Context: an optimization exercise on an open-source flow, tuned for small area, a short achievable clock period and few clock cycles per item. The choices shown serve that exercise and are no tape-out recipe.
Where RTL was checked, it was by simulation tests only, not by an equivalence proof against the original.
Power is estimated from default activity; no workload was simulated.

==> run a <==
==> flow/design.v (excerpt) <==
module signed_int32_divider (
    input  logic        i_clk,
    input  logic        i_rst_n,
    input  logic        i_req_valid,
    output logic        o_req_ready,
    input  logic [31:0] i_req_numerator,
    input  logic [31:0] i_req_denominator,
    output logic        o_rsp_valid,
    input  logic        i_rsp_ready,
    output logic [31:0] o_rsp_quotient,
    output logic [1:0]  o_rsp_status
);
    logic        r_en;       
    logic        r_ov;       
    logic        r_kv;       
    logic [31:0] r_oq;
    logic [1:0]  r_os;
    logic [31:0] r_kq;
    logic [1:0]  r_ks;
    assign o_req_ready = r_en;
    logic [31:0] s0_n;
    logic [31:0] s0_dm;
    logic        s0_neg;
    logic        s0_v;
    assign s0_n   = i_req_numerator[31] ? (~i_req_numerator + 32'd1) : i_req_numerator;
    assign s0_dm  = i_req_denominator[31] ? (~i_req_denominator + 32'd1) : i_req_denominator;
    assign s0_neg = i_req_numerator[31] ^ i_req_denominator[31];
    assign s0_v   = i_req_valid;
    logic        p0_v;
    logic [31:0] p0_n;
    logic [31:0] p0_dm;
    logic        p0_neg;
    always_ff @(posedge i_clk) begin
        if (!i_rst_n) p0_v <= 1'b0;
        else if (r_en) p0_v <= s0_v;
    end
    always_ff @(posedge i_clk) begin
        if (r_en) begin
            p0_n   <= s0_n;
            p0_dm  <= s0_dm;
            p0_neg <= s0_neg;
        end
    end
    logic [0:0] t0_sh;
    logic [1:0] t0_df;
    logic       t0_ge;
    logic [0:0] t0_r;
    logic [0:0] t0_q;
    assign t0_sh = p0_n[31];
    assign t0_df = {1'b0, t0_sh} - {1'b0, p0_dm[0:0]};
    assign t0_ge = ~t0_df[1] & ~|p0_dm[31:1];
    assign t0_r  = t0_ge ? t0_df[0:0] : t0_sh;
    assign t0_q  = t0_ge;
    logic        p1_v;
    logic [0:0] p1_r;
    logic [0:0] p1_q;
    logic [30:0] p1_n;
    logic [31:0] p1_dm;
    logic        p1_neg;
    always_ff @(posedge i_clk) begin
        if (!i_rst_n) p1_v <= 1'b0;
        else if (r_en) p1_v <= p0_v;
    end
    always_ff @(posedge i_clk) begin
        if (r_en) begin
            p1_r   <= t0_r;
            p1_q   <= t0_q;
            p1_n   <= p0_n[30:0];
  ...
make LEC_CHECK=0 ABC_AREA=1 CAP_MARGIN=20 CORE_MARGIN=2 CORE_UTILIZATION=40 SLEW_MARGIN=20 finish   # period 4.4 ns
run.sh (not shown) runs the stock make flow with config.mk's settings and CLKGATE_MAP_FILE= SYNTH_SCRIPT=/design/flow/synth_recipe.tcl, a recipe that flattens the netlist after the stock synthesis.
==> run b (differences from run a) <==
Settings changed: CORE_UTILIZATION 40 to 55, SETUP_SLACK_MARGIN set to 1.5.
==> run c (differences from run a) <==
--- a/flow/design.v
+++ b/flow/design.v
@@ -43,52 +43,37 @@
     logic        s0_v;
     assign s0_n   = i_req_numerator[31] ? (~i_req_numerator + 32'd1) : i_req_numerator;
     assign s0_dm  = i_req_denominator[31] ? (~i_req_denominator + 32'd1) : i_req_denominator;
     assign s0_neg = i_req_numerator[31] ^ i_req_denominator[31];
     assign s0_v   = i_req_valid;
-    logic        p0_v;
-    logic [31:0] p0_n;
-    logic [31:0] p0_dm;
-    logic        p0_neg;
-    always_ff @(posedge i_clk) begin
-        if (!i_rst_n) p0_v <= 1'b0;
-        else if (r_en) p0_v <= s0_v;
-    end
-    always_ff @(posedge i_clk) begin
-        if (r_en) begin
-            p0_n   <= s0_n;
-            p0_dm  <= s0_dm;
-            p0_neg <= s0_neg;
-        end
-    end
     logic [0:0] t0_sh;
     logic [1:0] t0_df;
     logic       t0_ge;
     logic [0:0] t0_r;
     logic [0:0] t0_q;
-    assign t0_sh = p0_n[31];
-    assign t0_df = {1'b0, t0_sh} - {1'b0, p0_dm[0:0]};
-    assign t0_ge = ~t0_df[1] & ~|p0_dm[31:1];
+    assign t0_sh = s0_n[31];
+    assign t0_df = {1'b0, t0_sh} - {1'b0, s0_dm[0:0]};
+    assign t0_ge = ~t0_df[1] & ~|s0_dm[31:1];
     assign t0_r  = t0_ge ? t0_df[0:0] : t0_sh;
     assign t0_q  = t0_ge;
     logic        p1_v;
     logic [0:0] p1_r;
     logic [0:0] p1_q;
     logic [30:0] p1_n;
     logic [31:0] p1_dm;
     logic        p1_neg;
     always_ff @(posedge i_clk) begin
         if (!i_rst_n) p1_v <= 1'b0;
-        else if (r_en) p1_v <= p0_v;
+        else if (r_en) p1_v <= s0_v;
     end
     always_ff @(posedge i_clk) begin
         if (r_en) begin
             p1_r   <= t0_r;
             p1_q   <= t0_q;
-            p1_n   <= p0_n[30:0];
-            p1_dm  <= p0_dm;
-            p1_neg <= p0_neg;
+            p1_n   <= s0_n[30:0];
+            p1_dm  <= s0_dm;
+            p1_neg <= s0_neg;
         end
     end
     logic [31:0] p1_nx;
     assign p1_nx = {{1{1'b0}}, p1_n};
     logic [1:0] t1_sh;
Settings changed: ABC_AREA 1 to unset.
==> comparison <==
- The lowest core utilization belongs to run a, the highest to run b.
- The highest power belongs to run b, the lowest to run c.
- Sequential share of layout area, lowest first: run a, run b, run c.
- Between run b and run c, the lower clock-buffer cell count is in run c (gap 22).
- The highest via count belongs to run b, the lowest to run c.
- First-iteration DRC count, lowest first: run c, run a, run b.
- The lowest die area belongs to run b, the highest to run a.
==> figures <==
Outcome: run c complete, no violations; run b complete, no violations; run a complete, no violations
Crit path arrival time: run c 4.92 ns; run b 3.51 ns; run a 2.67 ns
Number of buffer and inverter instances along the worst setup path: run c 1; run b 0; run a 1
Unique cell type count in the Yosys netlist: run c 95; run b 59; run a 59
Average wire per cell in the routed design: run c 15.8 um; run b 20.7 um; run a 17.4 um
Number of tap cells added at floorplan: run c 3724; run b 2992; run a 4120
Wire length of the first global-routing pass: run c 312 mm; run b 469 mm; run a 435 mm
Syn Nets: run c 8357; run b 12063; run a 12063
Signal buffers share of area: run c 0.0187; run b 0.0134; run a 0.0151
Met2 Track Usage GR: run c 0.255; run b 0.495; run a 0.316
Iteration count of the initial detailed-routing pass: run c 6; run b 5; run a 6
Width of the chip: run c 535 um; run b 479 um; run a 561 um
Total sequential power: run c 0.0317 W; run b 0.0329 W; run a 0.0328 W
Portion of the clock cycle consumed by the worst path in the final layout: run c 0.964; run b 0.652; run a 0.806
Adder-cell area share of the yosys netlist: run c 0.0645; run b 0.0587; run a 0.0587
Post-Route Utilization: run c 0.458; run b 0.618; run a 0.455
Testbench counts of run a, summed over its fixed seeds: cycles 9,872, items 9,600.
Testbench counts of run b, summed over its fixed seeds: cycles 9,872, items 9,600.
Only the layout flow was run in run c; the RTL was not checked for function there.

-- port drivers added, routing unchanged --
The results above use ideal ports. As a check the final layouts listed here were re-extracted and re-timed, cells and wires unchanged. Step 1 (the two cells are an assumption about what drives the block):
set clk [get_ports {i_clk}]
set_driving_cell -lib_cell sky130_fd_sc_hd__clkbuf_16 $clk
set_driving_cell -lib_cell sky130_fd_sc_hd__buf_2 [delete_from_list [all_inputs] $clk]
Step 2 times the ports against the registers' clock, not the clock port: input delays grow and output delays shrink by t, the midpoint of the rising clock arrivals with the driver on. Three values: ideal ports, drivers, drivers and shift; two values: the first two.
| run | shift t [ns] | slack for setup (ns) | worst hold slack (ns) | pins driven straight from the clock port |
|---|---|---|---|---|
| run a | 0.974 | 0.854 / 0.749 / 1.267 | 0.379 / 0.379 / 0.379 | 1 |
| run b | 1.014 | 1.529 / 1.529 / 1.189 | 0.368 / 0.368 / 0.368 | 1 |
| run c | 0.911 | 0.160 / 0.183 / -0.683 | 0.397 / 0.397 / 0.397 | 1 |
Met with ideal ports but missed after step 2: setup timing in run c. For run c, which loses most, drivers alone change the setup slack by +0.023 ns; drivers and shift together by -0.843 ns.
